This is an optimization exercise on Yosys and OpenROAD, whose aim is a short achievable clock period and few clock cycles, not a production implementation.
The RTL was checked by simulation tests, not by an equivalence proof against the original design.
Power is estimated from default activity; no workload was simulated.

## flow/design.v (module list and top-level ports; edited modules follow where they fit)
// module fixed_point_alu: 133 lines
// module ks_add16: 191 lines
// module ks_add18: 250 lines
// module ks_add20: 276 lines
// module ks_add24: 328 lines
// module q88_mul: 649 lines
// module q88_mul_s1: 608 lines
// module q88_mul_s2: 150 lines
// module rpn_queue: 126 lines
// module stack_machine: 1291 lines
// module row_map: 16 lines
// module curve_plotter_top: 54 lines
module curve_plotter_top (
    input  logic        clk,
    input  logic        rst,
    input  logic        clear,
    input  logic        wr_en,
    input  logic [16:0] wr_token,
    input  logic        start,
    input  logic [9:0]  x_pos,
    output logic        ready,
    output logic [8:0]  y_pos
);
  // ...
==> flow/flow/run.sh <==
#!/bin/bash
set -euo pipefail
bash standard.sh SETUP_SLACK_MARGIN=5.4 finish > make.log 2>&1
==> flow/standard.sh <==
#!/bin/bash
# synth_recipe.tcl (not shown) runs the flow's synth.tcl, then flattens the netlist and writes it again
# the make line also repeats each setting of config.mk as NAME=value (left out here)
make -C /OpenROAD-flow-scripts/flow DESIGN_CONFIG=/design/flow/config.mk WORK_HOME=/design/flow/orfs CLKGATE_MAP_FILE= SYNTH_SCRIPT=/design/flow/synth_recipe.tcl "${@:-finish}"
==> flow/config.mk <==
export PLATFORM = sky130hd
export DESIGN_NAME = curve_plotter_top
export DESIGN_NICKNAME = curve_plotter_top
export VERILOG_FILES = /design/flow/design.v
export SDC_FILE = /design/flow/constraint.sdc
export NUM_CORES = 4
export LEC_CHECK = 0
export ABC_CLOCK_PERIOD_IN_PS = 3500
export CAP_MARGIN = 20
export CORE_MARGIN = 2
export CORE_UTILIZATION = 40
export SLEW_MARGIN = 20
export SYNTH_MEMORY_MAX_BITS = 32768
==> flow/constraint.sdc <==
create_clock -name core_clock -period 9.0 [get_ports {clk}]
set_input_delay 1.8000 -clock core_clock [delete_from_list [all_inputs] [get_ports {clk}]]
set_output_delay 1.8000 -clock core_clock [all_outputs]
set_load 0.01 [all_outputs]
==> metrics.md, run 1 <==
| Metric | Value |
|---|---|
| Status | `no timing/DRC/antenna violations` |
| Initial antenna violation count | `22` |
| Worst setup margin | `4.91 ns` |
| Cell leakage power | `0.0589 µW` |
| Slowest CP cell | `fa_1` |
| Post-Route WL | `549,000 µm` |
| Width of the die | `607 µm` |
| Final-layout non-clock buffer area share | `4.56%` |
| Met3 routed WL | `59,700 µm` |
| CTS tree | `built` |
| CP Launch Type | `register` |
| Placed cell count | `15,400` |
| Synth Register Bits | `3,352` |
| Max Cap Viol | `0` |
| Register Area | `98,400 µm²` |
| Worst path arrival time | `4.92 ns` |
| Die ar. | `368,000 µm²` |
| Top power group | `combinational logic` |
| Multi-input gate area | `48,300 µm²` |
| Post-Synth XOR/XNOR Area | `2.57%` |
| Finished Core Util | `47.7%` |
| Multiplexer share of the synthesized area | `0.835%` |
| Yosys top cell area share | `64.5%` |
| Worst Hold Path EP | `i_queue.oh_n[17]$_SDFFE_PN0P_` |
| Layout clock buffers | `463` |
| Fin nets | `11,900` |
Testbench counts, summed over its fixed seeds: cycles 73,956.
==> module stack_machine, before the edit <==
module stack_machine (
    input  logic        clk,
    input  logic        rst,
    input  logic        start,
    input  logic [9:0]  x_pos,
    output logic        ready,
    output logic [8:0]  y_pos,
    output logic [5:0]  rd_idx,
    input  logic [39:0] rd_instr,
    input  logic [6:0]  n_instr,
    input  logic [17:0] bot_leaf,
    input  logic        fold_now,
    input  logic        fold_pend,
    input  logic [39:0] fold_instr,
    output logic        fold_wb,
    output logic [15:0] fold_val
);
    localparam logic [1:0] K_PO   = 2'd0;
    localparam logic [1:0] K_OPL  = 2'd1;
    localparam logic [1:0] K_ROPL = 2'd2;
    localparam logic [1:0] K_OPS  = 2'd3;
    typedef enum logic [2:0] {
        S_IDLE,
        S_XW,
        S_RUN,
        S_OUT,
        S_FWB
    } st_t;
    function automatic logic [15:0] xw_rom(input logic [9:0] xi);
        case (xi)
            10'd0: xw_rom = 16'hf000;
            10'd1: xw_rom = 16'hf00d;
            10'd2: xw_rom = 16'hf01a;
            10'd3: xw_rom = 16'hf027;
            10'd4: xw_rom = 16'hf034;
            10'd5: xw_rom = 16'hf040;
            10'd6: xw_rom = 16'hf04d;
            10'd7: xw_rom = 16'hf05a;
            10'd8: xw_rom = 16'hf067;
            10'd9: xw_rom = 16'hf074;
            10'd10: xw_rom = 16'hf080;
            10'd11: xw_rom = 16'hf08d;
            10'd12: xw_rom = 16'hf09a;
            10'd13: xw_rom = 16'hf0a7;
            10'd14: xw_rom = 16'hf0b4;
            10'd15: xw_rom = 16'hf0c0;
            10'd16: xw_rom = 16'hf0cd;
            10'd17: xw_rom = 16'hf0da;
            10'd18: xw_rom = 16'hf0e7;
            10'd19: xw_rom = 16'hf0f4;
            10'd20: xw_rom = 16'hf100;
            10'd21: xw_rom = 16'hf10d;
            10'd22: xw_rom = 16'hf11a;
            10'd23: xw_rom = 16'hf127;
            10'd24: xw_rom = 16'hf134;
            10'd25: xw_rom = 16'hf140;
            10'd26: xw_rom = 16'hf14d;
            10'd27: xw_rom = 16'hf15a;
            10'd28: xw_rom = 16'hf167;
            10'd29: xw_rom = 16'hf174;
            10'd30: xw_rom = 16'hf180;
            10'd31: xw_rom = 16'hf18d;
            10'd32: xw_rom = 16'hf19a;
            10'd33: xw_rom = 16'hf1a7;
            10'd34: xw_rom = 16'hf1b4;
            10'd35: xw_rom = 16'hf1c0;
            10'd36: xw_rom = 16'hf1cd;
            10'd37: xw_rom = 16'hf1da;
            10'd38: xw_rom = 16'hf1e7;
            10'd39: xw_rom = 16'hf1f4;
            10'd40: xw_rom = 16'hf200;
            10'd41: xw_rom = 16'hf20d;
            10'd42: xw_rom = 16'hf21a;
            10'd43: xw_rom = 16'hf227;
            10'd44: xw_rom = 16'hf234;
            10'd45: xw_rom = 16'hf240;
            10'd46: xw_rom = 16'hf24d;
            10'd47: xw_rom = 16'hf25a;
            10'd48: xw_rom = 16'hf267;
            10'd49: xw_rom = 16'hf274;
            10'd50: xw_rom = 16'hf280;
            10'd51: xw_rom = 16'hf28d;
            10'd52: xw_rom = 16'hf29a;
            10'd53: xw_rom = 16'hf2a7;
            10'd54: xw_rom = 16'hf2b4;
            10'd55: xw_rom = 16'hf2c0;
            10'd56: xw_rom = 16'hf2cd;
            10'd57: xw_rom = 16'hf2da;
            10'd58: xw_rom = 16'hf2e7;
            10'd59: xw_rom = 16'hf2f4;
            10'd60: xw_rom = 16'hf300;
            10'd61: xw_rom = 16'hf30d;
            10'd62: xw_rom = 16'hf31a;
            10'd63: xw_rom = 16'hf327;
            10'd64: xw_rom = 16'hf334;
            10'd65: xw_rom = 16'hf340;
            10'd66: xw_rom = 16'hf34d;
            10'd67: xw_rom = 16'hf35a;
            10'd68: xw_rom = 16'hf367;
            10'd69: xw_rom = 16'hf374;
            10'd70: xw_rom = 16'hf380;
            10'd71: xw_rom = 16'hf38d;
            10'd72: xw_rom = 16'hf39a;
            10'd73: xw_rom = 16'hf3a7;
            10'd74: xw_rom = 16'hf3b4;
            10'd75: xw_rom = 16'hf3c0;
            10'd76: xw_rom = 16'hf3cd;
            10'd77: xw_rom = 16'hf3da;
            10'd78: xw_rom = 16'hf3e7;
            10'd79: xw_rom = 16'hf3f4;
            10'd80: xw_rom = 16'hf400;
            10'd81: xw_rom = 16'hf40d;
            10'd82: xw_rom = 16'hf41a;
            10'd83: xw_rom = 16'hf427;
            10'd84: xw_rom = 16'hf434;
            10'd85: xw_rom = 16'hf440;
            10'd86: xw_rom = 16'hf44d;
            10'd87: xw_rom = 16'hf45a;
            10'd88: xw_rom = 16'hf467;
            10'd89: xw_rom = 16'hf474;
            10'd90: xw_rom = 16'hf480;
            10'd91: xw_rom = 16'hf48d;
            10'd92: xw_rom = 16'hf49a;
            10'd93: xw_rom = 16'hf4a7;
            10'd94: xw_rom = 16'hf4b4;
            10'd95: xw_rom = 16'hf4c0;
            10'd96: xw_rom = 16'hf4cd;
            10'd97: xw_rom = 16'hf4da;
            10'd98: xw_rom = 16'hf4e7;
            10'd99: xw_rom = 16'hf4f4;
            10'd100: xw_rom = 16'hf500;
            10'd101: xw_rom = 16'hf50d;
            10'd102: xw_rom = 16'hf51a;
            10'd103: xw_rom = 16'hf527;
            10'd104: xw_rom = 16'hf534;
            10'd105: xw_rom = 16'hf540;
            10'd106: xw_rom = 16'hf54d;
            10'd107: xw_rom = 16'hf55a;
            10'd108: xw_rom = 16'hf567;
            10'd109: xw_rom = 16'hf574;
            10'd110: xw_rom = 16'hf580;
            10'd111: xw_rom = 16'hf58d;
            10'd112: xw_rom = 16'hf59a;
            10'd113: xw_rom = 16'hf5a7;
            10'd114: xw_rom = 16'hf5b4;
            10'd115: xw_rom = 16'hf5c0;
            10'd116: xw_rom = 16'hf5cd;
            10'd117: xw_rom = 16'hf5da;
            10'd118: xw_rom = 16'hf5e7;
            10'd119: xw_rom = 16'hf5f4;
            10'd120: xw_rom = 16'hf600;
            10'd121: xw_rom = 16'hf60d;
            10'd122: xw_rom = 16'hf61a;
            10'd123: xw_rom = 16'hf627;
            10'd124: xw_rom = 16'hf634;
            10'd125: xw_rom = 16'hf640;
            10'd126: xw_rom = 16'hf64d;
            10'd127: xw_rom = 16'hf65a;
            10'd128: xw_rom = 16'hf667;
            10'd129: xw_rom = 16'hf674;
            10'd130: xw_rom = 16'hf680;
            10'd131: xw_rom = 16'hf68d;
            10'd132: xw_rom = 16'hf69a;
            10'd133: xw_rom = 16'hf6a7;
            10'd134: xw_rom = 16'hf6b4;
            10'd135: xw_rom = 16'hf6c0;
            10'd136: xw_rom = 16'hf6cd;
            10'd137: xw_rom = 16'hf6da;
            10'd138: xw_rom = 16'hf6e7;
            10'd139: xw_rom = 16'hf6f4;
            10'd140: xw_rom = 16'hf700;
            10'd141: xw_rom = 16'hf70d;
            10'd142: xw_rom = 16'hf71a;
            10'd143: xw_rom = 16'hf727;
            10'd144: xw_rom = 16'hf734;
            10'd145: xw_rom = 16'hf740;
            10'd146: xw_rom = 16'hf74d;
            10'd147: xw_rom = 16'hf75a;
            10'd148: xw_rom = 16'hf767;
            10'd149: xw_rom = 16'hf774;
            10'd150: xw_rom = 16'hf780;
            10'd151: xw_rom = 16'hf78d;
            10'd152: xw_rom = 16'hf79a;
            10'd153: xw_rom = 16'hf7a7;
            10'd154: xw_rom = 16'hf7b4;
            10'd155: xw_rom = 16'hf7c0;
            10'd156: xw_rom = 16'hf7cd;
            10'd157: xw_rom = 16'hf7da;
            10'd158: xw_rom = 16'hf7e7;
            10'd159: xw_rom = 16'hf7f4;
            10'd160: xw_rom = 16'hf800;
            10'd161: xw_rom = 16'hf80d;
            10'd162: xw_rom = 16'hf81a;
            10'd163: xw_rom = 16'hf827;
            10'd164: xw_rom = 16'hf834;
            10'd165: xw_rom = 16'hf840;
            10'd166: xw_rom = 16'hf84d;
            10'd167: xw_rom = 16'hf85a;
            10'd168: xw_rom = 16'hf867;
            10'd169: xw_rom = 16'hf874;
            10'd170: xw_rom = 16'hf880;
            10'd171: xw_rom = 16'hf88d;
            10'd172: xw_rom = 16'hf89a;
            10'd173: xw_rom = 16'hf8a7;
            10'd174: xw_rom = 16'hf8b4;
            10'd175: xw_rom = 16'hf8c0;
            10'd176: xw_rom = 16'hf8cd;
            10'd177: xw_rom = 16'hf8da;
            10'd178: xw_rom = 16'hf8e7;
            10'd179: xw_rom = 16'hf8f4;
            10'd180: xw_rom = 16'hf900;
            10'd181: xw_rom = 16'hf90d;
            10'd182: xw_rom = 16'hf91a;
            10'd183: xw_rom = 16'hf927;
            10'd184: xw_rom = 16'hf934;
            10'd185: xw_rom = 16'hf940;
            10'd186: xw_rom = 16'hf94d;
            10'd187: xw_rom = 16'hf95a;
            10'd188: xw_rom = 16'hf967;
            10'd189: xw_rom = 16'hf974;
            10'd190: xw_rom = 16'hf980;
            10'd191: xw_rom = 16'hf98d;
            10'd192: xw_rom = 16'hf99a;
            10'd193: xw_rom = 16'hf9a7;
            10'd194: xw_rom = 16'hf9b4;
            10'd195: xw_rom = 16'hf9c0;
            10'd196: xw_rom = 16'hf9cd;
            10'd197: xw_rom = 16'hf9da;
            10'd198: xw_rom = 16'hf9e7;
            10'd199: xw_rom = 16'hf9f4;
            10'd200: xw_rom = 16'hfa00;
            10'd201: xw_rom = 16'hfa0d;
            10'd202: xw_rom = 16'hfa1a;
            10'd203: xw_rom = 16'hfa27;
            10'd204: xw_rom = 16'hfa34;
            10'd205: xw_rom = 16'hfa40;
            10'd206: xw_rom = 16'hfa4d;
            10'd207: xw_rom = 16'hfa5a;
            10'd208: xw_rom = 16'hfa67;
            10'd209: xw_rom = 16'hfa74;
            10'd210: xw_rom = 16'hfa80;
            10'd211: xw_rom = 16'hfa8d;
            10'd212: xw_rom = 16'hfa9a;
            10'd213: xw_rom = 16'hfaa7;
            10'd214: xw_rom = 16'hfab4;
            10'd215: xw_rom = 16'hfac0;
            10'd216: xw_rom = 16'hfacd;
            10'd217: xw_rom = 16'hfada;
            10'd218: xw_rom = 16'hfae7;
            10'd219: xw_rom = 16'hfaf4;
            10'd220: xw_rom = 16'hfb00;
            10'd221: xw_rom = 16'hfb0d;
            10'd222: xw_rom = 16'hfb1a;
            10'd223: xw_rom = 16'hfb27;
            10'd224: xw_rom = 16'hfb34;
            10'd225: xw_rom = 16'hfb40;
            10'd226: xw_rom = 16'hfb4d;
            10'd227: xw_rom = 16'hfb5a;
            10'd228: xw_rom = 16'hfb67;
            10'd229: xw_rom = 16'hfb74;
            10'd230: xw_rom = 16'hfb80;
            10'd231: xw_rom = 16'hfb8d;
            10'd232: xw_rom = 16'hfb9a;
            10'd233: xw_rom = 16'hfba7;
            10'd234: xw_rom = 16'hfbb4;
            10'd235: xw_rom = 16'hfbc0;
            10'd236: xw_rom = 16'hfbcd;
            10'd237: xw_rom = 16'hfbda;
            10'd238: xw_rom = 16'hfbe7;
            10'd239: xw_rom = 16'hfbf4;
            10'd240: xw_rom = 16'hfc00;
            10'd241: xw_rom = 16'hfc0d;
            10'd242: xw_rom = 16'hfc1a;
            10'd243: xw_rom = 16'hfc27;
            10'd244: xw_rom = 16'hfc34;
            10'd245: xw_rom = 16'hfc40;
            10'd246: xw_rom = 16'hfc4d;
            10'd247: xw_rom = 16'hfc5a;
            10'd248: xw_rom = 16'hfc67;
            10'd249: xw_rom = 16'hfc74;
            10'd250: xw_rom = 16'hfc80;
            10'd251: xw_rom = 16'hfc8d;
            10'd252: xw_rom = 16'hfc9a;
            10'd253: xw_rom = 16'hfca7;
            10'd254: xw_rom = 16'hfcb4;
            10'd255: xw_rom = 16'hfcc0;
            10'd256: xw_rom = 16'hfccd;
            10'd257: xw_rom = 16'hfcda;
            10'd258: xw_rom = 16'hfce7;
            10'd259: xw_rom = 16'hfcf4;
            10'd260: xw_rom = 16'hfd00;
            10'd261: xw_rom = 16'hfd0d;
            10'd262: xw_rom = 16'hfd1a;
            10'd263: xw_rom = 16'hfd27;
            10'd264: xw_rom = 16'hfd34;
            10'd265: xw_rom = 16'hfd40;
            10'd266: xw_rom = 16'hfd4d;
            10'd267: xw_rom = 16'hfd5a;
            10'd268: xw_rom = 16'hfd67;
            10'd269: xw_rom = 16'hfd74;
            10'd270: xw_rom = 16'hfd80;
            10'd271: xw_rom = 16'hfd8d;
            10'd272: xw_rom = 16'hfd9a;
            10'd273: xw_rom = 16'hfda7;
            10'd274: xw_rom = 16'hfdb4;
            10'd275: xw_rom = 16'hfdc0;
            10'd276: xw_rom = 16'hfdcd;
            10'd277: xw_rom = 16'hfdda;
            10'd278: xw_rom = 16'hfde7;
            10'd279: xw_rom = 16'hfdf4;
            10'd280: xw_rom = 16'hfe00;
            10'd281: xw_rom = 16'hfe0d;
            10'd282: xw_rom = 16'hfe1a;
            10'd283: xw_rom = 16'hfe27;
            10'd284: xw_rom = 16'hfe34;
            10'd285: xw_rom = 16'hfe40;
            10'd286: xw_rom = 16'hfe4d;
            10'd287: xw_rom = 16'hfe5a;
            10'd288: xw_rom = 16'hfe67;
            10'd289: xw_rom = 16'hfe74;
            10'd290: xw_rom = 16'hfe80;
            10'd291: xw_rom = 16'hfe8d;
            10'd292: xw_rom = 16'hfe9a;
            10'd293: xw_rom = 16'hfea7;
            10'd294: xw_rom = 16'hfeb4;
            10'd295: xw_rom = 16'hfec0;
            10'd296: xw_rom = 16'hfecd;
            10'd297: xw_rom = 16'hfeda;
            10'd298: xw_rom = 16'hfee7;
            10'd299: xw_rom = 16'hfef4;
            10'd300: xw_rom = 16'hff00;
            10'd301: xw_rom = 16'hff0d;
            10'd302: xw_rom = 16'hff1a;
            10'd303: xw_rom = 16'hff27;
            10'd304: xw_rom = 16'hff34;
            10'd305: xw_rom = 16'hff40;
            10'd306: xw_rom = 16'hff4d;
            10'd307: xw_rom = 16'hff5a;
            10'd308: xw_rom = 16'hff67;
            10'd309: xw_rom = 16'hff74;
            10'd310: xw_rom = 16'hff80;
            10'd311: xw_rom = 16'hff8d;
            10'd312: xw_rom = 16'hff9a;
            10'd313: xw_rom = 16'hffa7;
            10'd314: xw_rom = 16'hffb4;
            10'd315: xw_rom = 16'hffc0;
            10'd316: xw_rom = 16'hffcd;
            10'd317: xw_rom = 16'hffda;
            10'd318: xw_rom = 16'hffe7;
            10'd319: xw_rom = 16'hfff4;
            10'd320: xw_rom = 16'h0000;
            10'd321: xw_rom = 16'h000c;
            10'd322: xw_rom = 16'h0019;
            10'd323: xw_rom = 16'h0026;
            10'd324: xw_rom = 16'h0033;
            10'd325: xw_rom = 16'h0040;
            10'd326: xw_rom = 16'h004c;
            10'd327: xw_rom = 16'h0059;
            10'd328: xw_rom = 16'h0066;
            10'd329: xw_rom = 16'h0073;
            10'd330: xw_rom = 16'h0080;
            10'd331: xw_rom = 16'h008c;
            10'd332: xw_rom = 16'h0099;
            10'd333: xw_rom = 16'h00a6;
            10'd334: xw_rom = 16'h00b3;
            10'd335: xw_rom = 16'h00c0;
            10'd336: xw_rom = 16'h00cc;
            10'd337: xw_rom = 16'h00d9;
            10'd338: xw_rom = 16'h00e6;
            10'd339: xw_rom = 16'h00f3;
            10'd340: xw_rom = 16'h0100;
            10'd341: xw_rom = 16'h010c;
            10'd342: xw_rom = 16'h0119;
            10'd343: xw_rom = 16'h0126;
            10'd344: xw_rom = 16'h0133;
            10'd345: xw_rom = 16'h0140;
            10'd346: xw_rom = 16'h014c;
            10'd347: xw_rom = 16'h0159;
            10'd348: xw_rom = 16'h0166;
            10'd349: xw_rom = 16'h0173;
            10'd350: xw_rom = 16'h0180;
            10'd351: xw_rom = 16'h018c;
            10'd352: xw_rom = 16'h0199;
            10'd353: xw_rom = 16'h01a6;
            10'd354: xw_rom = 16'h01b3;
            10'd355: xw_rom = 16'h01c0;
            10'd356: xw_rom = 16'h01cc;
            10'd357: xw_rom = 16'h01d9;
            10'd358: xw_rom = 16'h01e6;
            10'd359: xw_rom = 16'h01f3;
            10'd360: xw_rom = 16'h0200;
            10'd361: xw_rom = 16'h020c;
            10'd362: xw_rom = 16'h0219;
            10'd363: xw_rom = 16'h0226;
            10'd364: xw_rom = 16'h0233;
            10'd365: xw_rom = 16'h0240;
            10'd366: xw_rom = 16'h024c;
            10'd367: xw_rom = 16'h0259;
            10'd368: xw_rom = 16'h0266;
            10'd369: xw_rom = 16'h0273;
            10'd370: xw_rom = 16'h0280;
            10'd371: xw_rom = 16'h028c;
            10'd372: xw_rom = 16'h0299;
            10'd373: xw_rom = 16'h02a6;
            10'd374: xw_rom = 16'h02b3;
            10'd375: xw_rom = 16'h02c0;
            10'd376: xw_rom = 16'h02cc;
            10'd377: xw_rom = 16'h02d9;
            10'd378: xw_rom = 16'h02e6;
            10'd379: xw_rom = 16'h02f3;
            10'd380: xw_rom = 16'h0300;
            10'd381: xw_rom = 16'h030c;
            10'd382: xw_rom = 16'h0319;
            10'd383: xw_rom = 16'h0326;
            10'd384: xw_rom = 16'h0333;
            10'd385: xw_rom = 16'h0340;
            10'd386: xw_rom = 16'h034c;
            10'd387: xw_rom = 16'h0359;
            10'd388: xw_rom = 16'h0366;
            10'd389: xw_rom = 16'h0373;
            10'd390: xw_rom = 16'h0380;
            10'd391: xw_rom = 16'h038c;
            10'd392: xw_rom = 16'h0399;
            10'd393: xw_rom = 16'h03a6;
            10'd394: xw_rom = 16'h03b3;
            10'd395: xw_rom = 16'h03c0;
            10'd396: xw_rom = 16'h03cc;
            10'd397: xw_rom = 16'h03d9;
            10'd398: xw_rom = 16'h03e6;
            10'd399: xw_rom = 16'h03f3;
            10'd400: xw_rom = 16'h0400;
            10'd401: xw_rom = 16'h040c;
            10'd402: xw_rom = 16'h0419;
            10'd403: xw_rom = 16'h0426;
            10'd404: xw_rom = 16'h0433;
            10'd405: xw_rom = 16'h0440;
            10'd406: xw_rom = 16'h044c;
            10'd407: xw_rom = 16'h0459;
            10'd408: xw_rom = 16'h0466;
            10'd409: xw_rom = 16'h0473;
            10'd410: xw_rom = 16'h0480;
            10'd411: xw_rom = 16'h048c;
            10'd412: xw_rom = 16'h0499;
            10'd413: xw_rom = 16'h04a6;
            10'd414: xw_rom = 16'h04b3;
            10'd415: xw_rom = 16'h04c0;
            10'd416: xw_rom = 16'h04cc;
            10'd417: xw_rom = 16'h04d9;
            10'd418: xw_rom = 16'h04e6;
            10'd419: xw_rom = 16'h04f3;
            10'd420: xw_rom = 16'h0500;
            10'd421: xw_rom = 16'h050c;
            10'd422: xw_rom = 16'h0519;
            10'd423: xw_rom = 16'h0526;
            10'd424: xw_rom = 16'h0533;
            10'd425: xw_rom = 16'h0540;
            10'd426: xw_rom = 16'h054c;
            10'd427: xw_rom = 16'h0559;
            10'd428: xw_rom = 16'h0566;
            10'd429: xw_rom = 16'h0573;
            10'd430: xw_rom = 16'h0580;
            10'd431: xw_rom = 16'h058c;
            10'd432: xw_rom = 16'h0599;
            10'd433: xw_rom = 16'h05a6;
            10'd434: xw_rom = 16'h05b3;
            10'd435: xw_rom = 16'h05c0;
            10'd436: xw_rom = 16'h05cc;
            10'd437: xw_rom = 16'h05d9;
            10'd438: xw_rom = 16'h05e6;
            10'd439: xw_rom = 16'h05f3;
            10'd440: xw_rom = 16'h0600;
            10'd441: xw_rom = 16'h060c;
            10'd442: xw_rom = 16'h0619;
            10'd443: xw_rom = 16'h0626;
            10'd444: xw_rom = 16'h0633;
            10'd445: xw_rom = 16'h0640;
            10'd446: xw_rom = 16'h064c;
            10'd447: xw_rom = 16'h0659;
            10'd448: xw_rom = 16'h0666;
            10'd449: xw_rom = 16'h0673;
            10'd450: xw_rom = 16'h0680;
            10'd451: xw_rom = 16'h068c;
            10'd452: xw_rom = 16'h0699;
            10'd453: xw_rom = 16'h06a6;
            10'd454: xw_rom = 16'h06b3;
            10'd455: xw_rom = 16'h06c0;
            10'd456: xw_rom = 16'h06cc;
            10'd457: xw_rom = 16'h06d9;
            10'd458: xw_rom = 16'h06e6;
            10'd459: xw_rom = 16'h06f3;
            10'd460: xw_rom = 16'h0700;
            10'd461: xw_rom = 16'h070c;
            10'd462: xw_rom = 16'h0719;
            10'd463: xw_rom = 16'h0726;
            10'd464: xw_rom = 16'h0733;
            10'd465: xw_rom = 16'h0740;
            10'd466: xw_rom = 16'h074c;
            10'd467: xw_rom = 16'h0759;
            10'd468: xw_rom = 16'h0766;
            10'd469: xw_rom = 16'h0773;
            10'd470: xw_rom = 16'h0780;
            10'd471: xw_rom = 16'h078c;
            10'd472: xw_rom = 16'h0799;
            10'd473: xw_rom = 16'h07a6;
            10'd474: xw_rom = 16'h07b3;
            10'd475: xw_rom = 16'h07c0;
            10'd476: xw_rom = 16'h07cc;
            10'd477: xw_rom = 16'h07d9;
            10'd478: xw_rom = 16'h07e6;
            10'd479: xw_rom = 16'h07f3;
            10'd480: xw_rom = 16'h0800;
            10'd481: xw_rom = 16'h080c;
            10'd482: xw_rom = 16'h0819;
            10'd483: xw_rom = 16'h0826;
            10'd484: xw_rom = 16'h0833;
            10'd485: xw_rom = 16'h0840;
            10'd486: xw_rom = 16'h084c;
            10'd487: xw_rom = 16'h0859;
            10'd488: xw_rom = 16'h0866;
            10'd489: xw_rom = 16'h0873;
            10'd490: xw_rom = 16'h0880;
            10'd491: xw_rom = 16'h088c;
            10'd492: xw_rom = 16'h0899;
            10'd493: xw_rom = 16'h08a6;
            10'd494: xw_rom = 16'h08b3;
            10'd495: xw_rom = 16'h08c0;
            10'd496: xw_rom = 16'h08cc;
            10'd497: xw_rom = 16'h08d9;
            10'd498: xw_rom = 16'h08e6;
            10'd499: xw_rom = 16'h08f3;
            10'd500: xw_rom = 16'h0900;
            10'd501: xw_rom = 16'h090c;
            10'd502: xw_rom = 16'h0919;
            10'd503: xw_rom = 16'h0926;
            10'd504: xw_rom = 16'h0933;
            10'd505: xw_rom = 16'h0940;
            10'd506: xw_rom = 16'h094c;
            10'd507: xw_rom = 16'h0959;
            10'd508: xw_rom = 16'h0966;
            10'd509: xw_rom = 16'h0973;
            10'd510: xw_rom = 16'h0980;
            10'd511: xw_rom = 16'h098c;
            10'd512: xw_rom = 16'h0999;
            10'd513: xw_rom = 16'h09a6;
            10'd514: xw_rom = 16'h09b3;
            10'd515: xw_rom = 16'h09c0;
            10'd516: xw_rom = 16'h09cc;
            10'd517: xw_rom = 16'h09d9;
            10'd518: xw_rom = 16'h09e6;
            10'd519: xw_rom = 16'h09f3;
            10'd520: xw_rom = 16'h0a00;
            10'd521: xw_rom = 16'h0a0c;
            10'd522: xw_rom = 16'h0a19;
            10'd523: xw_rom = 16'h0a26;
            10'd524: xw_rom = 16'h0a33;
            10'd525: xw_rom = 16'h0a40;
            10'd526: xw_rom = 16'h0a4c;
            10'd527: xw_rom = 16'h0a59;
            10'd528: xw_rom = 16'h0a66;
            10'd529: xw_rom = 16'h0a73;
            10'd530: xw_rom = 16'h0a80;
            10'd531: xw_rom = 16'h0a8c;
            10'd532: xw_rom = 16'h0a99;
            10'd533: xw_rom = 16'h0aa6;
            10'd534: xw_rom = 16'h0ab3;
            10'd535: xw_rom = 16'h0ac0;
            10'd536: xw_rom = 16'h0acc;
            10'd537: xw_rom = 16'h0ad9;
            10'd538: xw_rom = 16'h0ae6;
            10'd539: xw_rom = 16'h0af3;
            10'd540: xw_rom = 16'h0b00;
            10'd541: xw_rom = 16'h0b0c;
            10'd542: xw_rom = 16'h0b19;
            10'd543: xw_rom = 16'h0b26;
            10'd544: xw_rom = 16'h0b33;
            10'd545: xw_rom = 16'h0b40;
            10'd546: xw_rom = 16'h0b4c;
            10'd547: xw_rom = 16'h0b59;
            10'd548: xw_rom = 16'h0b66;
            10'd549: xw_rom = 16'h0b73;
            10'd550: xw_rom = 16'h0b80;
            10'd551: xw_rom = 16'h0b8c;
            10'd552: xw_rom = 16'h0b99;
            10'd553: xw_rom = 16'h0ba6;
            10'd554: xw_rom = 16'h0bb3;
            10'd555: xw_rom = 16'h0bc0;
            10'd556: xw_rom = 16'h0bcc;
            10'd557: xw_rom = 16'h0bd9;
            10'd558: xw_rom = 16'h0be6;
            10'd559: xw_rom = 16'h0bf3;
            10'd560: xw_rom = 16'h0c00;
            10'd561: xw_rom = 16'h0c0c;
            10'd562: xw_rom = 16'h0c19;
            10'd563: xw_rom = 16'h0c26;
            10'd564: xw_rom = 16'h0c33;
            10'd565: xw_rom = 16'h0c40;
            10'd566: xw_rom = 16'h0c4c;
            10'd567: xw_rom = 16'h0c59;
            10'd568: xw_rom = 16'h0c66;
            10'd569: xw_rom = 16'h0c73;
            10'd570: xw_rom = 16'h0c80;
            10'd571: xw_rom = 16'h0c8c;
            10'd572: xw_rom = 16'h0c99;
            10'd573: xw_rom = 16'h0ca6;
            10'd574: xw_rom = 16'h0cb3;
            10'd575: xw_rom = 16'h0cc0;
            10'd576: xw_rom = 16'h0ccc;
            10'd577: xw_rom = 16'h0cd9;
            10'd578: xw_rom = 16'h0ce6;
            10'd579: xw_rom = 16'h0cf3;
            10'd580: xw_rom = 16'h0d00;
            10'd581: xw_rom = 16'h0d0c;
            10'd582: xw_rom = 16'h0d19;
            10'd583: xw_rom = 16'h0d26;
            10'd584: xw_rom = 16'h0d33;
            10'd585: xw_rom = 16'h0d40;
            10'd586: xw_rom = 16'h0d4c;
            10'd587: xw_rom = 16'h0d59;
            10'd588: xw_rom = 16'h0d66;
            10'd589: xw_rom = 16'h0d73;
            10'd590: xw_rom = 16'h0d80;
            10'd591: xw_rom = 16'h0d8c;
            10'd592: xw_rom = 16'h0d99;
            10'd593: xw_rom = 16'h0da6;
            10'd594: xw_rom = 16'h0db3;
            10'd595: xw_rom = 16'h0dc0;
            10'd596: xw_rom = 16'h0dcc;
            10'd597: xw_rom = 16'h0dd9;
            10'd598: xw_rom = 16'h0de6;
            10'd599: xw_rom = 16'h0df3;
            10'd600: xw_rom = 16'h0e00;
            10'd601: xw_rom = 16'h0e0c;
            10'd602: xw_rom = 16'h0e19;
            10'd603: xw_rom = 16'h0e26;
            10'd604: xw_rom = 16'h0e33;
            10'd605: xw_rom = 16'h0e40;
            10'd606: xw_rom = 16'h0e4c;
            10'd607: xw_rom = 16'h0e59;
            10'd608: xw_rom = 16'h0e66;
            10'd609: xw_rom = 16'h0e73;
            10'd610: xw_rom = 16'h0e80;
            10'd611: xw_rom = 16'h0e8c;
            10'd612: xw_rom = 16'h0e99;
            10'd613: xw_rom = 16'h0ea6;
            10'd614: xw_rom = 16'h0eb3;
            10'd615: xw_rom = 16'h0ec0;
            10'd616: xw_rom = 16'h0ecc;
            10'd617: xw_rom = 16'h0ed9;
            10'd618: xw_rom = 16'h0ee6;
            10'd619: xw_rom = 16'h0ef3;
            10'd620: xw_rom = 16'h0f00;
            10'd621: xw_rom = 16'h0f0c;
            10'd622: xw_rom = 16'h0f19;
            10'd623: xw_rom = 16'h0f26;
            10'd624: xw_rom = 16'h0f33;
            10'd625: xw_rom = 16'h0f40;
            10'd626: xw_rom = 16'h0f4c;
            10'd627: xw_rom = 16'h0f59;
            10'd628: xw_rom = 16'h0f66;
            10'd629: xw_rom = 16'h0f73;
            10'd630: xw_rom = 16'h0f80;
            10'd631: xw_rom = 16'h0f8c;
            10'd632: xw_rom = 16'h0f99;
            10'd633: xw_rom = 16'h0fa6;
            10'd634: xw_rom = 16'h0fb3;
            10'd635: xw_rom = 16'h0fc0;
            10'd636: xw_rom = 16'h0fcc;
            10'd637: xw_rom = 16'h0fd9;
            10'd638: xw_rom = 16'h0fe6;
            10'd639: xw_rom = 16'h0ff3;
            10'd640: xw_rom = 16'h1000;
            10'd641: xw_rom = 16'h100c;
            10'd642: xw_rom = 16'h1019;
            10'd643: xw_rom = 16'h1026;
            10'd644: xw_rom = 16'h1033;
            10'd645: xw_rom = 16'h1040;
            10'd646: xw_rom = 16'h104c;
            10'd647: xw_rom = 16'h1059;
            10'd648: xw_rom = 16'h1066;
            10'd649: xw_rom = 16'h1073;
            10'd650: xw_rom = 16'h1080;
            10'd651: xw_rom = 16'h108c;
            10'd652: xw_rom = 16'h1099;
            10'd653: xw_rom = 16'h10a6;
            10'd654: xw_rom = 16'h10b3;
            10'd655: xw_rom = 16'h10c0;
            10'd656: xw_rom = 16'h10cc;
            10'd657: xw_rom = 16'h10d9;
            10'd658: xw_rom = 16'h10e6;
            10'd659: xw_rom = 16'h10f3;
            10'd660: xw_rom = 16'h1100;
            10'd661: xw_rom = 16'h110c;
            10'd662: xw_rom = 16'h1119;
            10'd663: xw_rom = 16'h1126;
            10'd664: xw_rom = 16'h1133;
            10'd665: xw_rom = 16'h1140;
            10'd666: xw_rom = 16'h114c;
            10'd667: xw_rom = 16'h1159;
            10'd668: xw_rom = 16'h1166;
            10'd669: xw_rom = 16'h1173;
            10'd670: xw_rom = 16'h1180;
            10'd671: xw_rom = 16'h118c;
            10'd672: xw_rom = 16'h1199;
            10'd673: xw_rom = 16'h11a6;
            10'd674: xw_rom = 16'h11b3;
            10'd675: xw_rom = 16'h11c0;
            10'd676: xw_rom = 16'h11cc;
            10'd677: xw_rom = 16'h11d9;
            10'd678: xw_rom = 16'h11e6;
            10'd679: xw_rom = 16'h11f3;
            10'd680: xw_rom = 16'h1200;
            10'd681: xw_rom = 16'h120c;
            10'd682: xw_rom = 16'h1219;
            10'd683: xw_rom = 16'h1226;
            10'd684: xw_rom = 16'h1233;
            10'd685: xw_rom = 16'h1240;
            10'd686: xw_rom = 16'h124c;
            10'd687: xw_rom = 16'h1259;
            10'd688: xw_rom = 16'h1266;
            10'd689: xw_rom = 16'h1273;
            10'd690: xw_rom = 16'h1280;
            10'd691: xw_rom = 16'h128c;
            10'd692: xw_rom = 16'h1299;
            10'd693: xw_rom = 16'h12a6;
            10'd694: xw_rom = 16'h12b3;
            10'd695: xw_rom = 16'h12c0;
            10'd696: xw_rom = 16'h12cc;
            10'd697: xw_rom = 16'h12d9;
            10'd698: xw_rom = 16'h12e6;
            10'd699: xw_rom = 16'h12f3;
            10'd700: xw_rom = 16'h1300;
            10'd701: xw_rom = 16'h130c;
            10'd702: xw_rom = 16'h1319;
            10'd703: xw_rom = 16'h1326;
            10'd704: xw_rom = 16'h1333;
            10'd705: xw_rom = 16'h1340;
            10'd706: xw_rom = 16'h134c;
            10'd707: xw_rom = 16'h1359;
            10'd708: xw_rom = 16'h1366;
            10'd709: xw_rom = 16'h1373;
            10'd710: xw_rom = 16'h1380;
            10'd711: xw_rom = 16'h138c;
            10'd712: xw_rom = 16'h1399;
            10'd713: xw_rom = 16'h13a6;
            10'd714: xw_rom = 16'h13b3;
            10'd715: xw_rom = 16'h13c0;
            10'd716: xw_rom = 16'h13cc;
            10'd717: xw_rom = 16'h13d9;
            10'd718: xw_rom = 16'h13e6;
            10'd719: xw_rom = 16'h13f3;
            10'd720: xw_rom = 16'h1400;
            10'd721: xw_rom = 16'h140c;
            10'd722: xw_rom = 16'h1419;
            10'd723: xw_rom = 16'h1426;
            10'd724: xw_rom = 16'h1433;
            10'd725: xw_rom = 16'h1440;
            10'd726: xw_rom = 16'h144c;
            10'd727: xw_rom = 16'h1459;
            10'd728: xw_rom = 16'h1466;
            10'd729: xw_rom = 16'h1473;
            10'd730: xw_rom = 16'h1480;
            10'd731: xw_rom = 16'h148c;
            10'd732: xw_rom = 16'h1499;
            10'd733: xw_rom = 16'h14a6;
            10'd734: xw_rom = 16'h14b3;
            10'd735: xw_rom = 16'h14c0;
            10'd736: xw_rom = 16'h14cc;
            10'd737: xw_rom = 16'h14d9;
            10'd738: xw_rom = 16'h14e6;
            10'd739: xw_rom = 16'h14f3;
            10'd740: xw_rom = 16'h1500;
            10'd741: xw_rom = 16'h150c;
            10'd742: xw_rom = 16'h1519;
            10'd743: xw_rom = 16'h1526;
            10'd744: xw_rom = 16'h1533;
            10'd745: xw_rom = 16'h1540;
            10'd746: xw_rom = 16'h154c;
            10'd747: xw_rom = 16'h1559;
            10'd748: xw_rom = 16'h1566;
            10'd749: xw_rom = 16'h1573;
            10'd750: xw_rom = 16'h1580;
            10'd751: xw_rom = 16'h158c;
            10'd752: xw_rom = 16'h1599;
            10'd753: xw_rom = 16'h15a6;
            10'd754: xw_rom = 16'h15b3;
            10'd755: xw_rom = 16'h15c0;
            10'd756: xw_rom = 16'h15cc;
            10'd757: xw_rom = 16'h15d9;
            10'd758: xw_rom = 16'h15e6;
            10'd759: xw_rom = 16'h15f3;
            10'd760: xw_rom = 16'h1600;
            10'd761: xw_rom = 16'h160c;
            10'd762: xw_rom = 16'h1619;
            10'd763: xw_rom = 16'h1626;
            10'd764: xw_rom = 16'h1633;
            10'd765: xw_rom = 16'h1640;
            10'd766: xw_rom = 16'h164c;
            10'd767: xw_rom = 16'h1659;
            10'd768: xw_rom = 16'h1666;
            10'd769: xw_rom = 16'h1673;
            10'd770: xw_rom = 16'h1680;
            10'd771: xw_rom = 16'h168c;
            10'd772: xw_rom = 16'h1699;
            10'd773: xw_rom = 16'h16a6;
            10'd774: xw_rom = 16'h16b3;
            10'd775: xw_rom = 16'h16c0;
            10'd776: xw_rom = 16'h16cc;
            10'd777: xw_rom = 16'h16d9;
            10'd778: xw_rom = 16'h16e6;
            10'd779: xw_rom = 16'h16f3;
            10'd780: xw_rom = 16'h1700;
            10'd781: xw_rom = 16'h170c;
            10'd782: xw_rom = 16'h1719;
            10'd783: xw_rom = 16'h1726;
            10'd784: xw_rom = 16'h1733;
            10'd785: xw_rom = 16'h1740;
            10'd786: xw_rom = 16'h174c;
            10'd787: xw_rom = 16'h1759;
            10'd788: xw_rom = 16'h1766;
            10'd789: xw_rom = 16'h1773;
            10'd790: xw_rom = 16'h1780;
            10'd791: xw_rom = 16'h178c;
            10'd792: xw_rom = 16'h1799;
            10'd793: xw_rom = 16'h17a6;
            10'd794: xw_rom = 16'h17b3;
            10'd795: xw_rom = 16'h17c0;
            10'd796: xw_rom = 16'h17cc;
            10'd797: xw_rom = 16'h17d9;
            10'd798: xw_rom = 16'h17e6;
            10'd799: xw_rom = 16'h17f3;
            10'd800: xw_rom = 16'h1800;
            10'd801: xw_rom = 16'h180c;
            10'd802: xw_rom = 16'h1819;
            10'd803: xw_rom = 16'h1826;
            10'd804: xw_rom = 16'h1833;
            10'd805: xw_rom = 16'h1840;
            10'd806: xw_rom = 16'h184c;
            10'd807: xw_rom = 16'h1859;
            10'd808: xw_rom = 16'h1866;
            10'd809: xw_rom = 16'h1873;
            10'd810: xw_rom = 16'h1880;
            10'd811: xw_rom = 16'h188c;
            10'd812: xw_rom = 16'h1899;
            10'd813: xw_rom = 16'h18a6;
            10'd814: xw_rom = 16'h18b3;
            10'd815: xw_rom = 16'h18c0;
            10'd816: xw_rom = 16'h18cc;
            10'd817: xw_rom = 16'h18d9;
            10'd818: xw_rom = 16'h18e6;
            10'd819: xw_rom = 16'h18f3;
            10'd820: xw_rom = 16'h1900;
            10'd821: xw_rom = 16'h190c;
            10'd822: xw_rom = 16'h1919;
            10'd823: xw_rom = 16'h1926;
            10'd824: xw_rom = 16'h1933;
            10'd825: xw_rom = 16'h1940;
            10'd826: xw_rom = 16'h194c;
            10'd827: xw_rom = 16'h1959;
            10'd828: xw_rom = 16'h1966;
            10'd829: xw_rom = 16'h1973;
            10'd830: xw_rom = 16'h1980;
            10'd831: xw_rom = 16'h198c;
            10'd832: xw_rom = 16'he667;
            10'd833: xw_rom = 16'he674;
            10'd834: xw_rom = 16'he680;
            10'd835: xw_rom = 16'he68d;
            10'd836: xw_rom = 16'he69a;
            10'd837: xw_rom = 16'he6a7;
            10'd838: xw_rom = 16'he6b4;
            10'd839: xw_rom = 16'he6c0;
            10'd840: xw_rom = 16'he6cd;
            10'd841: xw_rom = 16'he6da;
            10'd842: xw_rom = 16'he6e7;
            10'd843: xw_rom = 16'he6f4;
            10'd844: xw_rom = 16'he700;
            10'd845: xw_rom = 16'he70d;
            10'd846: xw_rom = 16'he71a;
            10'd847: xw_rom = 16'he727;
            10'd848: xw_rom = 16'he734;
            10'd849: xw_rom = 16'he740;
            10'd850: xw_rom = 16'he74d;
            10'd851: xw_rom = 16'he75a;
            10'd852: xw_rom = 16'he767;
            10'd853: xw_rom = 16'he774;
            10'd854: xw_rom = 16'he780;
            10'd855: xw_rom = 16'he78d;
            10'd856: xw_rom = 16'he79a;
            10'd857: xw_rom = 16'he7a7;
            10'd858: xw_rom = 16'he7b4;
            10'd859: xw_rom = 16'he7c0;
            10'd860: xw_rom = 16'he7cd;
            10'd861: xw_rom = 16'he7da;
            10'd862: xw_rom = 16'he7e7;
            10'd863: xw_rom = 16'he7f4;
            10'd864: xw_rom = 16'he800;
            10'd865: xw_rom = 16'he80d;
            10'd866: xw_rom = 16'he81a;
            10'd867: xw_rom = 16'he827;
            10'd868: xw_rom = 16'he834;
            10'd869: xw_rom = 16'he840;
            10'd870: xw_rom = 16'he84d;
            10'd871: xw_rom = 16'he85a;
            10'd872: xw_rom = 16'he867;
            10'd873: xw_rom = 16'he874;
            10'd874: xw_rom = 16'he880;
            10'd875: xw_rom = 16'he88d;
            10'd876: xw_rom = 16'he89a;
            10'd877: xw_rom = 16'he8a7;
            10'd878: xw_rom = 16'he8b4;
            10'd879: xw_rom = 16'he8c0;
            10'd880: xw_rom = 16'he8cd;
            10'd881: xw_rom = 16'he8da;
            10'd882: xw_rom = 16'he8e7;
            10'd883: xw_rom = 16'he8f4;
            10'd884: xw_rom = 16'he900;
            10'd885: xw_rom = 16'he90d;
            10'd886: xw_rom = 16'he91a;
            10'd887: xw_rom = 16'he927;
            10'd888: xw_rom = 16'he934;
            10'd889: xw_rom = 16'he940;
            10'd890: xw_rom = 16'he94d;
            10'd891: xw_rom = 16'he95a;
            10'd892: xw_rom = 16'he967;
            10'd893: xw_rom = 16'he974;
            10'd894: xw_rom = 16'he980;
            10'd895: xw_rom = 16'he98d;
            10'd896: xw_rom = 16'he99a;
            10'd897: xw_rom = 16'he9a7;
            10'd898: xw_rom = 16'he9b4;
            10'd899: xw_rom = 16'he9c0;
            10'd900: xw_rom = 16'he9cd;
            10'd901: xw_rom = 16'he9da;
            10'd902: xw_rom = 16'he9e7;
            10'd903: xw_rom = 16'he9f4;
            10'd904: xw_rom = 16'hea00;
            10'd905: xw_rom = 16'hea0d;
            10'd906: xw_rom = 16'hea1a;
            10'd907: xw_rom = 16'hea27;
            10'd908: xw_rom = 16'hea34;
            10'd909: xw_rom = 16'hea40;
            10'd910: xw_rom = 16'hea4d;
            10'd911: xw_rom = 16'hea5a;
            10'd912: xw_rom = 16'hea67;
            10'd913: xw_rom = 16'hea74;
            10'd914: xw_rom = 16'hea80;
            10'd915: xw_rom = 16'hea8d;
            10'd916: xw_rom = 16'hea9a;
            10'd917: xw_rom = 16'heaa7;
            10'd918: xw_rom = 16'heab4;
            10'd919: xw_rom = 16'heac0;
            10'd920: xw_rom = 16'heacd;
            10'd921: xw_rom = 16'heada;
            10'd922: xw_rom = 16'heae7;
            10'd923: xw_rom = 16'heaf4;
            10'd924: xw_rom = 16'heb00;
            10'd925: xw_rom = 16'heb0d;
            10'd926: xw_rom = 16'heb1a;
            10'd927: xw_rom = 16'heb27;
            10'd928: xw_rom = 16'heb34;
            10'd929: xw_rom = 16'heb40;
            10'd930: xw_rom = 16'heb4d;
            10'd931: xw_rom = 16'heb5a;
            10'd932: xw_rom = 16'heb67;
            10'd933: xw_rom = 16'heb74;
            10'd934: xw_rom = 16'heb80;
            10'd935: xw_rom = 16'heb8d;
            10'd936: xw_rom = 16'heb9a;
            10'd937: xw_rom = 16'heba7;
            10'd938: xw_rom = 16'hebb4;
            10'd939: xw_rom = 16'hebc0;
            10'd940: xw_rom = 16'hebcd;
            10'd941: xw_rom = 16'hebda;
            10'd942: xw_rom = 16'hebe7;
            10'd943: xw_rom = 16'hebf4;
            10'd944: xw_rom = 16'hec00;
            10'd945: xw_rom = 16'hec0d;
            10'd946: xw_rom = 16'hec1a;
            10'd947: xw_rom = 16'hec27;
            10'd948: xw_rom = 16'hec34;
            10'd949: xw_rom = 16'hec40;
            10'd950: xw_rom = 16'hec4d;
            10'd951: xw_rom = 16'hec5a;
            10'd952: xw_rom = 16'hec67;
            10'd953: xw_rom = 16'hec74;
            10'd954: xw_rom = 16'hec80;
            10'd955: xw_rom = 16'hec8d;
            10'd956: xw_rom = 16'hec9a;
            10'd957: xw_rom = 16'heca7;
            10'd958: xw_rom = 16'hecb4;
            10'd959: xw_rom = 16'hecc0;
            10'd960: xw_rom = 16'heccd;
            10'd961: xw_rom = 16'hecda;
            10'd962: xw_rom = 16'hece7;
            10'd963: xw_rom = 16'hecf4;
            10'd964: xw_rom = 16'hed00;
            10'd965: xw_rom = 16'hed0d;
            10'd966: xw_rom = 16'hed1a;
            10'd967: xw_rom = 16'hed27;
            10'd968: xw_rom = 16'hed34;
            10'd969: xw_rom = 16'hed40;
            10'd970: xw_rom = 16'hed4d;
            10'd971: xw_rom = 16'hed5a;
            10'd972: xw_rom = 16'hed67;
            10'd973: xw_rom = 16'hed74;
            10'd974: xw_rom = 16'hed80;
            10'd975: xw_rom = 16'hed8d;
            10'd976: xw_rom = 16'hed9a;
            10'd977: xw_rom = 16'heda7;
            10'd978: xw_rom = 16'hedb4;
            10'd979: xw_rom = 16'hedc0;
            10'd980: xw_rom = 16'hedcd;
            10'd981: xw_rom = 16'hedda;
            10'd982: xw_rom = 16'hede7;
            10'd983: xw_rom = 16'hedf4;
            10'd984: xw_rom = 16'hee00;
            10'd985: xw_rom = 16'hee0d;
            10'd986: xw_rom = 16'hee1a;
            10'd987: xw_rom = 16'hee27;
            10'd988: xw_rom = 16'hee34;
            10'd989: xw_rom = 16'hee40;
            10'd990: xw_rom = 16'hee4d;
            10'd991: xw_rom = 16'hee5a;
            10'd992: xw_rom = 16'hee67;
            10'd993: xw_rom = 16'hee74;
            10'd994: xw_rom = 16'hee80;
            10'd995: xw_rom = 16'hee8d;
            10'd996: xw_rom = 16'hee9a;
            10'd997: xw_rom = 16'heea7;
            10'd998: xw_rom = 16'heeb4;
            10'd999: xw_rom = 16'heec0;
            10'd1000: xw_rom = 16'heecd;
            10'd1001: xw_rom = 16'heeda;
            10'd1002: xw_rom = 16'heee7;
            10'd1003: xw_rom = 16'heef4;
            10'd1004: xw_rom = 16'hef00;
            10'd1005: xw_rom = 16'hef0d;
            10'd1006: xw_rom = 16'hef1a;
            10'd1007: xw_rom = 16'hef27;
            10'd1008: xw_rom = 16'hef34;
            10'd1009: xw_rom = 16'hef40;
            10'd1010: xw_rom = 16'hef4d;
            10'd1011: xw_rom = 16'hef5a;
            10'd1012: xw_rom = 16'hef67;
            10'd1013: xw_rom = 16'hef74;
            10'd1014: xw_rom = 16'hef80;
            10'd1015: xw_rom = 16'hef8d;
            10'd1016: xw_rom = 16'hef9a;
            10'd1017: xw_rom = 16'hefa7;
            10'd1018: xw_rom = 16'hefb4;
            10'd1019: xw_rom = 16'hefc0;
            10'd1020: xw_rom = 16'hefcd;
            10'd1021: xw_rom = 16'hefda;
            10'd1022: xw_rom = 16'hefe7;
            10'd1023: xw_rom = 16'heff4;
            default: xw_rom = 16'h0000;
        endcase
    endfunction
    function automatic logic [8:0] sel_of(input logic [39:0] i);
        logic [1:0] k;
        logic       fp_t;
        logic       fp_x;
        k    = i[38:37];
        fp_t = (i[36:34] == 3'd4) && !i[16] && (k == K_OPL);
        fp_x = (i[36:34] == 3'd4) && !i[16] && (k == K_PO) && i[33];
        sel_of[8] = fp_t || fp_x;
        sel_of[7] = (k == K_PO || k == K_ROPL) && !i[33];
        sel_of[6] = (k == K_PO || k == K_ROPL) && i[33];
        sel_of[5] = (k == K_OPL);
        sel_of[4] = (k == K_OPS);
        sel_of[3] = (k == K_PO || k == K_OPL) && !i[16] && !(fp_t || fp_x);
        sel_of[2] = ((k == K_PO || k == K_OPL) && i[16]) || fp_x;
        sel_of[1] = (k == K_ROPL || k == K_OPS) || fp_t;
        sel_of[0] = 1'b0;
    endfunction
    localparam logic [8:0] SEL_LOOP = 9'b0_0010_0001;
    st_t          state;
    logic [39:0]  ir;
    logic [8:0]   sel;
    logic         last;
    logic         folding;
    logic [6:0]   pc;
    logic [1:0]   ph;
    logic [9:0]   xp;
    logic [15:0]  xw;
    logic [15:0]  t;
    logic [15:0]  bot;
    logic [24*16-1:0] stk;
    logic [15:0]  base;
    logic [6:0]   pcnt;
    logic         ir_bot;
    logic [1:0]   kind;
    logic [2:0]   op;
    logic         ph0;
    assign ir_bot = ir[39];
    assign kind   = ir[38:37];
    assign op     = ir[36:34];
    assign ph0    = (ph == 2'd0);
    assign rd_idx = pc[5:0];
    logic [15:0] opa, opb, s0;
    assign s0  = stk[15:0];
    assign opa = ({16{sel[7]}} & ir[32:17]) | ({16{sel[6]}} & xw) |
                 ({16{sel[5]}} & t) | ({16{sel[4]}} & s0);
    assign opb = ({16{sel[3]}} & ir[15:0]) | ({16{sel[2]}} & xw) |
                 ({16{sel[1]}} & t) | ({16{sel[0]}} & base);
    logic [15:0] add_res, sub_res;
    ks_add16 u_add (.a(opa), .b(opb), .ci(1'b0), .s(add_res));
    ks_add16 u_sub (.a(opa), .b(~opb), .ci(1'b1), .s(sub_res));
    logic [95:0] m_rows_c;
    logic [95:0] m_rows;
    logic [15:0] m_res;
    q88_mul_s1 u_mul1 (.a(opa), .b(opb), .rows(m_rows_c));
    q88_mul_s2 u_mul2 (.rows(m_rows), .y(m_res));
    logic        d_load;
    logic        d_done;
    logic [15:0] d_res;
    fixed_point_alu i_div (
        .clk    (clk),
        .load   (d_load),
        .a      (opa),
        .b      (opb),
        .done   (d_done),
        .result (d_res)
    );
    logic [7:0]  pexp;
    assign pexp = sel[8] ? ir[15:8] : opb[15:8];
    logic        run;
    logic        adv;
    logic        push;
    logic        pop;
    logic        t_we;
    logic [15:0] t_new;
    logic [1:0]  ph_next;
    assign run = (state == S_RUN);
    always_comb begin
        adv     = 1'b0;
        t_we    = 1'b0;
        t_new   = 16'd0;
        ph_next = ph;
        d_load  = 1'b0;
        push    = 1'b0;
        pop     = 1'b0;
        if (run) begin
            if (ph0) begin
                push = (kind == K_PO);
                pop  = (kind == K_OPS);
            end
            case (op)
                3'd0: begin t_we = 1'b1; t_new = add_res; adv = 1'b1; end
                3'd1: begin t_we = 1'b1; t_new = sub_res; adv = 1'b1; end
                3'd2: begin
                    if (ph0) begin
                        ph_next = 2'd1;
                    end else begin
                        t_we  = 1'b1;
                        t_new = m_res;
                        adv   = 1'b1;
                    end
                end
                3'd3: begin
                    if (ph0) begin
                        d_load  = 1'b1;
                        ph_next = 2'd1;
                    end else if (d_done) begin
                        t_we  = 1'b1;
                        t_new = d_res;
                        adv   = 1'b1;
                    end
                end
                3'd4: begin
                    if (ph0) begin
                        t_we = 1'b1;
                        if ($signed(pexp) <= 8'sd0) begin
                            t_new = 16'h0100;
                            adv   = 1'b1;
                        end else begin
                            t_new = opa;
                            if (pexp == 8'd1) begin
                                adv = 1'b1;
                            end else if (sel[8]) begin
                                t_we    = 1'b0;
                                ph_next = 2'd2;
                            end else begin
                                ph_next = 2'd1;
                            end
                        end
                    end else if (ph == 2'd1) begin
                        ph_next = 2'd2;
                    end else begin
                        t_we  = 1'b1;
                        t_new = m_res;
                        if (pcnt == 7'd1) adv = 1'b1;
                        else ph_next = 2'd1;
                    end
                end
                default: begin t_we = 1'b1; t_new = 16'd0; adv = 1'b1; end
            endcase
            if (adv) ph_next = 2'd0;
        end
    end
    assign fold_wb  = (state == S_FWB);
    assign fold_val = t;
    logic [15:0] v_out;
    logic [8:0]  y_out;
    logic [8:0]  y_leaf;
    assign v_out = bot_leaf[17] ? (bot_leaf[16] ? xw : bot_leaf[15:0]) : bot;
    row_map u_yout  (.v(v_out), .y(y_out));
    row_map u_yleaf (.v(bot_leaf[15:0]), .y(y_leaf));
    always_ff @(posedge clk) begin
        if (t_we) t <= t_new;
        if (push) stk <= {stk[23*16-1:0], t};
        else if (pop) stk <= {16'd0, stk[24*16-1:16]};
        if (adv && ir_bot && !folding) bot <= t_new;
        m_rows <= m_rows_c;
        if (run && op == 3'd4 && ph0) begin
            base <= opa;
            pcnt <= 7'(pexp) - 7'd1;
        end else if (run && ph == 2'd2) begin
            pcnt <= pcnt - 7'd1;
        end
        if (state == S_IDLE) xp <= x_pos;
        if (state == S_XW) xw <= xw_rom(xp);
    end
    always_ff @(posedge clk) begin
        if (rst) begin
            state   <= S_IDLE;
            ready   <= 1'b1;
            y_pos   <= 9'd0;
            pc      <= 7'd0;
            ph      <= 2'd0;
            folding <= 1'b0;
        end else begin
            case (state)
                S_IDLE: begin
                    if (start) begin
                        if (n_instr == 7'd0 && !(bot_leaf[17] && bot_leaf[16])) begin
                            y_pos <= y_leaf;
                        end else begin
                            ready <= 1'b0;
                            state <= S_XW;
                        end
                    end else if (fold_now) begin
                        ready <= 1'b0;
                    end else if (fold_pend) begin
                        ir      <= fold_instr;
                        sel     <= sel_of(fold_instr);
                        last    <= 1'b1;
                        ph      <= 2'd0;
                        folding <= 1'b1;
                        state   <= S_RUN;
                    end
                end
                S_XW: begin
                    ir      <= rd_instr;
                    sel     <= sel_of(rd_instr);
                    pc      <= 7'd1;
                    last    <= (n_instr == 7'd1);
                    ph      <= 2'd0;
                    folding <= 1'b0;
                    state   <= (n_instr == 7'd0) ? S_OUT : S_RUN;
                end
                S_RUN: begin
                    ph <= ph_next;
                    if (adv) begin
                        if (last) begin
                            pc    <= 7'd0;
                            state <= folding ? S_FWB : S_OUT;
                        end else begin
                            ir   <= rd_instr;
                            sel  <= sel_of(rd_instr);
                            pc   <= pc + 7'd1;
                            last <= (pc + 7'd1 == n_instr);
                        end
                    end else if (ph_next != 2'd0) begin
                        sel <= SEL_LOOP;
                    end
                end
                S_OUT: begin
                    y_pos <= y_out;
                    ready <= 1'b1;
                    pc    <= 7'd0;
                    state <= S_IDLE;
                end
                default: begin
                    ready   <= 1'b1;
                    folding <= 1'b0;
                    state   <= S_IDLE;
                end
            endcase
        end
    end
endmodule
==> run 2: changes to the inputs <==
--- a/flow/design.v
+++ b/flow/design.v
@@ -2737,3 +2737,2 @@
         S_IDLE,
-        S_XW,
         S_RUN,
@@ -3796,3 +3795,2 @@
     logic [1:0]   ph;
-    logic [9:0]   xp;
     logic [15:0]  xw;
@@ -3933,4 +3931,3 @@
         end
-        if (state == S_IDLE) xp <= x_pos;
-        if (state == S_XW) xw <= xw_rom(xp);
+        if (state == S_IDLE) xw <= xw_rom(x_pos);
     end
@@ -3948,2 +3945,7 @@
                     if (start) begin
+                        ir      <= rd_instr;
+                        sel     <= sel_of(rd_instr);
+                        last    <= (n_instr == 7'd1);
+                        ph      <= 2'd0;
+                        folding <= 1'b0;
                         if (n_instr == 7'd0 && !(bot_leaf[17] && bot_leaf[16])) begin
@@ -3951,4 +3953,5 @@
                         end else begin
+                            pc    <= 7'd1;
                             ready <= 1'b0;
-                            state <= S_XW;
+                            state <= (n_instr == 7'd0) ? S_OUT : S_RUN;
                         end
@@ -3965,11 +3968,2 @@
                 end
-                S_XW: begin
-                    ir      <= rd_instr;
-                    sel     <= sel_of(rd_instr);
-                    pc      <= 7'd1;
-                    last    <= (n_instr == 7'd1);
-                    ph      <= 2'd0;
-                    folding <= 1'b0;
-                    state   <= (n_instr == 7'd0) ? S_OUT : S_RUN;
-                end
                 S_RUN: begin
==> flow/run.sh (new file) <==
#!/bin/bash
# synth_recipe.tcl (not shown) runs the flow's synth.tcl, then flattens the netlist and writes it again
# the make line also repeats each setting of config.mk as NAME=value (left out here)
make -C /OpenROAD-flow-scripts/flow DESIGN_CONFIG=/design/flow/config.mk WORK_HOME=/design/flow/orfs CLKGATE_MAP_FILE= SYNTH_SCRIPT=/design/flow/synth_recipe.tcl finish
--- a/flow/config.mk
+++ b/flow/config.mk
@@ -11,2 +11,4 @@
 export CORE_UTILIZATION = 40
+export PLACE_DENSITY = 0.5
+export SETUP_SLACK_MARGIN = 5
 export SLEW_MARGIN = 20
removed: flow/flow/run.sh
removed: flow/standard.sh
==> metrics.md, run 2 <==
| Metric | Value |
|---|---|
| Status | `no timing/DRC/antenna violations` |
| Largest family of logic cells by synthesized area | `compound AO/OA/AOI/OAI gates` |
| Placed cell count | `14,400 (-6.1%)` |
| Synth Register Bits | `3,341 (-0.33%)` |
| DRT antenna net count | `0` |
| Place WS | `3.02 ns` |
| Largest area contributor in the netlist | `edfxtp_1` |
| Share of cells above drive strength 1 | `19.1%` |
| Setup TNS | `0 ns` |
| Finished Core Util | `46.8% (-0.86 points)` |
| Number of flops mapped to enable cells by yosys | `3,110` |
| Fin crit share | `46.2%` |
| Main synth FF type | `edfxtp_1` |
| Simple-Gate Fraction of Synth Area | `6.18%` |
| Slew Limit Fails | `0` |
| Largest net degree at the start of global routing | `194` |
| Total core area | `359,000 µm²` |
| Synth cell types | `104` |
| Post-Syn Area | `144,000 µm²` |
| Max FFs per register | `1,280` |
| Routability cong. | `0.883` |
| Worst path arrival time | `4.84 ns (-0.08 ns)` |
| CTS tree | `built` |
| Post-Synth XOR/XNOR Area | `2.69% (+0.12 points)` |
| # DRC | `0` |
| Worst Clk Skew | `0.0889 ns` |
| H-tree depth | `5` |
| Regs by FF count | `i_queue.prog: 1280 flops, i_queue.vsa: 1116 flops, i_machine.stk: 384 flops` |
| Crit Path Max Fanout | `7` |
| Routed WL per cell | `35.6 µm` |
| Top reg by flops | `i_queue.prog` |
| Max Cap Viol | `0 (unchanged)` |
| Count leader, synth | `edfxtp_1` |
| CP Buf/Inv Count | `2` |
| Vias | `97,800` |
| Cell Chain, Critical Path | `ha_2 > fa_1 > buf_6 > nor2_4 > and2_4 > or4_4 > o31ai_2 > a221o_2 > a211oi_4 > o32ai_4 > clkbuf_16 > nor2_1 > a222oi_1 > a21oi_4 > a211o_1` |
| Global-route wire length before repair | `748,000 µm` |
| IO Port Bufs | `41` |
| CTS clk-pin slew, worst paths | `0.06 ns` |
| Site Rows | `220` |
| Area contributors post-synth | `edfxtp_1 65%, a22oi_1 3.4%, dfxtp_1 3.2%` |
| Post-synth ARST share | `0%` |
| Clock Sinks | `3,341` |
| Minimum clock period | `4.16 ns` |
| Post-DR vias/cell | `6.35` |
| Gate Count Post-Synth | `9,932` |
| CP endpoint kind | `register` |
| Die ar. | `366,000 µm² (-0.60%)` |
| Data required, critical path | `9.68 ns` |
| Multiplexer share of the synthesized area | `3.81% (+3.0 points)` |
| Cell leakage power | `0.0553 µW (-6.2%)` |
| Synthesis Warnings | `3` |
| RSZ-0062 raised after global routing | `yes` |
| Die Height | `605 µm` |
| Tightest Hold Check Type | `reg2reg` |
| Maximum clock insertion buffer count | `4` |
| Final hold vios | `0` |
| Post-synthesis compound-gate area fraction | `13.3%` |
| Worst slew margin | `16.6%` |
| Post-Route WL | `548,000 µm (-0.20%)` |
| Post-synthesis sequential area ratio | `67.8%` |
| Commonest cells post-synth | `3,110 x edfxtp_1, 653 x a22oi_1, 569 x nand2_1` |
| Mapped Nets | `10,400` |
| CTS root buffer | `clkbuf_16` |
| Initial Util | `40.2%` |
| Width of the die | `605 µm (-0.30%)` |
| Clock latency (worst-skew pair) | `1.00 ns` |
| CP Launch Type | `register` |
| Layout Cells excl Fill | `15,400` |
| Vias in the first global route | `92,400` |
| Commonest non-fill, non-tap cell in the layout | `edfxtp_1` |
| Post-Synth Adder-Cell Area | `4.12%` |
| WS Path Type | `reg2reg` |
| Most frequent cells in the layout | `3,110 x edfxtp_1, 628 x a22oi_1, 530 x nand2_1` |
| IO Count | `42` |
| GRT Total Usage | `29.1%` |
| Slowest CP cell | `fa_1` |
| Worst setup margin | `4.84 ns (-0.0678 ns)` |
| PwrDens | `276 nW/µm²` |
| F_max | `0.240 GHz` |
| Yosys top cell area share | `64.6% (+0.18 points)` |
| # setup viols final | `0` |
| Num CTS Buffers | `367` |
| Worst slew pin tran | `1.25 ns` |
| Slowest stage delay, CP | `0.57 ns` |
| DP Area | `151,000 µm²` |
| Iteration-0 DRC Markers | `14,400` |
| VDD IR max | `0.222 mV` |
| # hold bufs at CTS | `0` |
| Initial antenna violation count | `32 (+45%)` |
| Drt first pass iters | `6` |
| Mean post-synth cell area | `14.5 µm²` |
| Area grow syn2layout | `16.3%` |
| Post-DP HPWL | `317,000 µm` |
| CP delay by family, top | `compound AO/OA/AOI/OAI gates` |
| Grt ovf | `0` |
| Final non-filler cell area | `168,000 µm²` |
| Fin nets | `10,800 (-9.8%)` |
-- run 2: cell types whose count changed in the layout (fill, tap and decap cells not counted), sizes merged, moves of 32 or more --
cell    before  now
nand2     1745  574
a22oi      785  653
a22o       235  309
o21ai      229  261
a221oi     271  351
mux2        26  388
nand3      217  130
buf        792  547
a21oi      413  345
nor2       512  477
-- run 2: area by class of cell --
cell class / instances / area [µm²]
multi-input cells: 5832 / 46300
diodes: 14 / 35.0
fillers: 31300 / 191000
repair buffers: 589 / 5340
clock inverters: 203 / 1800
inverters: 180 / 790
well taps: 4773 / 5970
flip-flops and latches: 3341 / 98100
repair inverters: 2 / 12.5
clock buffers: 472 / 9750
-- run 2: layer usage --
layer  share of wire [%]  track usage [%]  vias to the layer above  routed length [µm]
met5               0.014                0                        -                  79
met3                  11             5.71                     1005               58700
li1                    -                -                    40300                   -
met2                  45             44.8                     5652              245000
met1                  41             41.2                    50800              224000
met4                 3.8             9.64                       12               20800
-- run 2: final timing paths --
path / endpoint / startpoint / depth (start not counted) / slack, ns
max: i_machine.i_div.rem[3]$_DFFE_PP_ / i_machine.i_div.lb_r[0]$_SDFFCE_PN1P_ / 15 / 4.84
min: i_machine.y_pos[8]$_SDFFE_PP0P_ / i_machine.y_pos[8]$_SDFFE_PP0P_ / 2 / 0.47
max reg2reg: i_machine.i_div.rem[3]$_DFFE_PP_ / i_machine.i_div.lb_r[0]$_SDFFCE_PN1P_ / 15 / 4.84
min reg2reg: i_machine.y_pos[8]$_SDFFE_PP0P_ / i_machine.y_pos[8]$_SDFFE_PP0P_ / 2 / 0.47
-- run 2: cell families after synthesis --
kind of cell / after synthesis
adders and majority gates: 424
xor gates and xnor gates: 438
buffers and inverters: 773
muxes: 491
DFF: 3341
AOI/OAI and AO/OA: 2586
and+or+nand+nor: 1879
-- run 2: timing repair --
| item | 4_1_cts | 5_1_grt |
|---|---|---|
| gates cloned | 14 | 10 |
| pin swaps | 148 | 155 |
| resized for setup | 348 | 217 |
| setup endpoints to repair | 432 | 246 |
| setup buffers | 152 | 100 |
-- run 2: power breakdown --
part           switching [µW]  internal (µW)
registers                 526          17800
logic                    7810           5480
clock network            6430           8310
total                   14800          31600
-- run 2: through the flow --
step | power [µW] | hold WS, ns
after floorplan | 26400 | 0.431
after global placement | 30100 | 0.441
after detailed placement | 30200 | 0.456
after CTS | 45700 | 0.462
after global routing | 48300 | 0.481
final | 46400 | 0.466
-- run 2: worst register-to-register path, stage by stage, from the launching register on --
cell       delay [ns]
edfxtp_1         0.37
ha_2             0.21
fa_1             0.57
buf_6            0.13
nor2_4           0.04
and2_4           0.18
or4_4            0.42
o31ai_2          0.08
a221o_2          0.31
a211oi_4         0.08
o32ai_4          0.41
clkbuf_16        0.23
nor2_1           0.06
a222oi_1         0.46
a21oi_4          0.13
a211o_1          0.25
Testbench counts of run 2, summed over its fixed seeds: cycles 69,364.

separate check: timing with driven ports:
Ports are ideal in the flow. The routed layouts listed here were re-timed in OpenROAD.
Step 1: set_driving_cell puts a clkbuf_16 on clk and a buf_2 on each other input, an assumption about the parent block.
Step 2, shift: input delay + t, output delay - t, t = (earliest + latest rising clock arrival at the registers) / 2. This alone moves slack from input paths to output paths.
Three values: ideal, step 1, step 2; two values: the first two.
run | t (ns) | setup slack, ns | clock arrival spread, ns
run 1 | 1.066 | 4.909 / 4.909 / 4.194 | 0.138 / 0.138
run 2 | 1.051 | 4.841 / 4.841 / 3.881 | 0.108 / 0.108
After both steps every run listed still meets setup and hold. For run 2, which loses most, drivers alone change the setup slack by 0.000 ns; drivers and shift together by -0.960 ns.
